Source: an optimization exercise on an open RTL-to-GDS flow (aim: small area). Production flows keep margins and buffers that such runs may drop.
Function was checked by simulation only, so behaviour that the tests miss may differ from the original.
Power figures rest on the tool's default switching activity, not on a simulated workload.

build 36:
## inst_rom_loadable
module inst_rom_loadable #(
    parameter int             A    = 8,
    parameter int             W    = 9,
    parameter int             CW   = 3,
    parameter logic [W-1:0]   FILL = '0
) (
    input  logic            Clk,
    input  logic            Reset_n,
    input  logic            LoadStart,
    input  logic            LoadValid,
    input  logic [CW-1:0]   LoadData,
    input  logic            LoadLast,
    output logic            LoadReady,
    output logic            LoadDone,
    output logic            LoadErr,
    output logic [A:0]      LoadCount,
    input  logic            FetchEn,
    input  logic [A-1:0]    InstAddress,
    output logic [W-1:0]    InstOut,
    output logic            InstValid
);
    localparam int CPW   = W / CW;
    localparam int CCW   = (CPW > 1) ? $clog2(CPW) : 1;
    localparam int DEPTH = 2 ** A;
    localparam int LB    = A / 2;             
    localparam int HB    = A - LB;            
    localparam int NL    = 2 ** LB;
    localparam int LD    = 2 ** HB;
    localparam int KB    = 3;
    localparam int K     = 2 ** KB;
    localparam int NPL   = LD / K;
    localparam int NP    = (K + CPW - 1) / CPW;
    typedef enum logic [1:0] {
        S_IDLE  = 2'd0,
        S_LOAD  = 2'd1,
        S_READY = 2'd2
    } state_t;
    state_t              state_r;
    logic [CCW-1:0]      chunk_r;
    logic [W-CW-1:0]     partial_r;
    logic                load_ready_r;
    logic                load_done_r;
    logic                load_err_r;
    logic [A:0]          load_count_r;
    logic [W-1:0]        inst_out_r;
    logic                inst_valid_r;
    logic [HB-1:0]       rot_r;
    logic [HB-1:0]       rot_n;
    logic [NL-1:0][LD-1:0][W-1:0] ring_r;
    logic [NP-1:0][W-1:0]    pend_r;
    logic [NP-1:0]           pend_v_r;
    logic [NP-1:0]       ins_hit_r;       
    logic [LB-1:0]       ins_lane_r;      
    logic [HB-1:KB]      ins_pt_r;        
    logic                beat_s;
    logic                last_chunk_s;
    logic                wp_full_s;
    logic [W-1:0]        shifted_s;
    logic                mem_we_s;
    logic                fetch_s;
    logic                start_s;
    logic [A:0]          load_count_n;
    always_comb begin
        shifted_s    = {partial_r, LoadData};
  ...
Size in the first run: ~4600 cells after synthesis, roughly 2400 flip-flops, about 39 I/O pins, ~66000 um2 of cells after synthesis.
clock: 4.0 ns
lec_check: 0
cap_margin: 20
core_margin: 2
core_utilization: 55
cts_cluster_diameter: 60
cts_cluster_size: 30
gpl_timing_driven: 0
setup_slack_margin: 0.1
slew_margin: 20
synth_hierarchical: 1
run.sh (not shown) runs the stock make flow with config.mk's settings and CLKGATE_MAP_FILE= SYNTH_SCRIPT=/design/flow/synth_recipe.tcl, a recipe that flattens the netlist after the stock synthesis.
Build 36: all stages done; final checks FAILED (setup timing).
For build 70, these inputs were changed with respect to build 36:
Settings: clearing GPL_TIMING_DRIVEN, which used to be 0; swapping 0.1 for 0.2 in SETUP_SLACK_MARGIN.
[summary]
Build 70 did not stop at any stage, and its layout met the timing, DRC and antenna checks.
In the final reports, the cell area of build 70 is larger than that of build 36.
Worst setup margin: build 70 higher than build 36
Number of multi-input combinational cells: build 70 vs build 36, no meaningful difference
In build 70, the buffer count excluding the clock tree in the final layout came out 220% above the value in build 36.
On initial DRC count: build 70 sits above build 36.
Build 70: critical path depth 2 above build 36
Build 36 → build 70: placed instance count went up about 8%, layout-stage area growth over the synthesis result went up 3.5 points, part of the power in combinational logic held, post-layout utilization of the core went up 1.9 points.
--- input diff build 70..build 93 ---
Settings: PLACE_DENSITY now 0.75, previously not set; CORE_UTILIZATION now 65, was 55.
[summary]
Post-detailed-placement half-perimeter wirelength of build 93 falls short of that of build 70 by a few percent. Global routing usage on met1: build 93 vs build 70 up 3.5 points. In build 93 relative to build 70, instance area at placement had gone up slightly. The total detailed-routing wirelength of build 93 exceeds that of build 70 by 1.6%. Build 70 → build 93: proportion of final cell area spent on non-clock buffers climbed 1.5 points, final cell count now sits lower, final worst slack went down, routing usage on met2 has increased. Diff build 70 -> build 93 | number of antenna violations at the first check in global routing | decrease of 3.

* * *

Another version of the RTL of inst_rom_loadable (not shown whole).
For scale: about 39 I/O pins, ~65000 µm² of cells after synthesis.
Settings: LEC_CHECK=0, CAP_MARGIN=20, CORE_MARGIN=2, CORE_UTILIZATION=60, CTS_CLUSTER_DIAMETER=100, CTS_CLUSTER_SIZE=30, GPL_TIMING_DRIVEN=0, SETUP_SLACK_MARGIN=0.12, SLEW_MARGIN=20, SYNTH_HIERARCHICAL=1; clock period 4.0 ns.
Next try:
Settings changed: CORE_UTILIZATION 60 to 55.
The changed run finished clean.
Routed wire length grows by 2.8%.
First-iteration DRC count shrinks by 0.93%.
Utilization shrinks by 4.9 points.
Power is higher by 0.51%.
Clock-buffer cell count falls by 3.
Worst setup slack gets better by 0.015 ns.
Worst hold slack improves by 0.25 ns.
Sequential cell count is unchanged.
Cell count grows by 2.3%.
Next try:
Settings changed: CORE_UTILIZATION 55 to 60, SETUP_SLACK_MARGIN 0.12 to 0.15.
Area after synthesis stays the same.
Setup slack improved by 0.022 ns.
Design area drops by 0.67%.
Critical path depth came out higher by 5.

afterwards: timing with drivers on the ports:
Ports are ideal in the flow. The routed layouts listed here were re-timed in OpenROAD. Step 1 assumes that a clkbuf_16 drives the clock port and a buf_2 every other input. Step 2 times the ports against the registers' clock, not the clock port: input delays grow and output delays shrink by t, the midpoint of the rising clock arrivals with the driver on. a / b / c = ideal / step 1 / step 2; a / b = the first two.
| run | t, ns | setup slack, ns | worst setup path after step 2 | pins driven straight from the clock port |
|---|---|---|---|---|
| build 36 | 0.845 | -0.054 / -0.052 / -0.856 | input to register | 1 |
| build 70 | 0.861 | 0.255 / 0.276 / -0.560 | input to register | 1 |
| build 93 | 0.853 | 0.192 / 0.192 / -0.598 | input to register | 1 |
| the first run of note 2 | 0.793 | 0.114 / 0.113 / -0.595 | input to register | 1 |
| the second run of note 2 | 0.789 | 0.129 / 0.137 / -0.610 | input to register | 1 |
| the third run of note 2 | 0.794 | 0.150 / 0.150 / -0.540 | input to register | 1 |
Met with ideal ports but missed after step 2: setup timing in 5 of these runs. For build 70, which loses most, drivers alone change the setup slack by +0.021 ns; drivers and shift together by -0.815 ns.
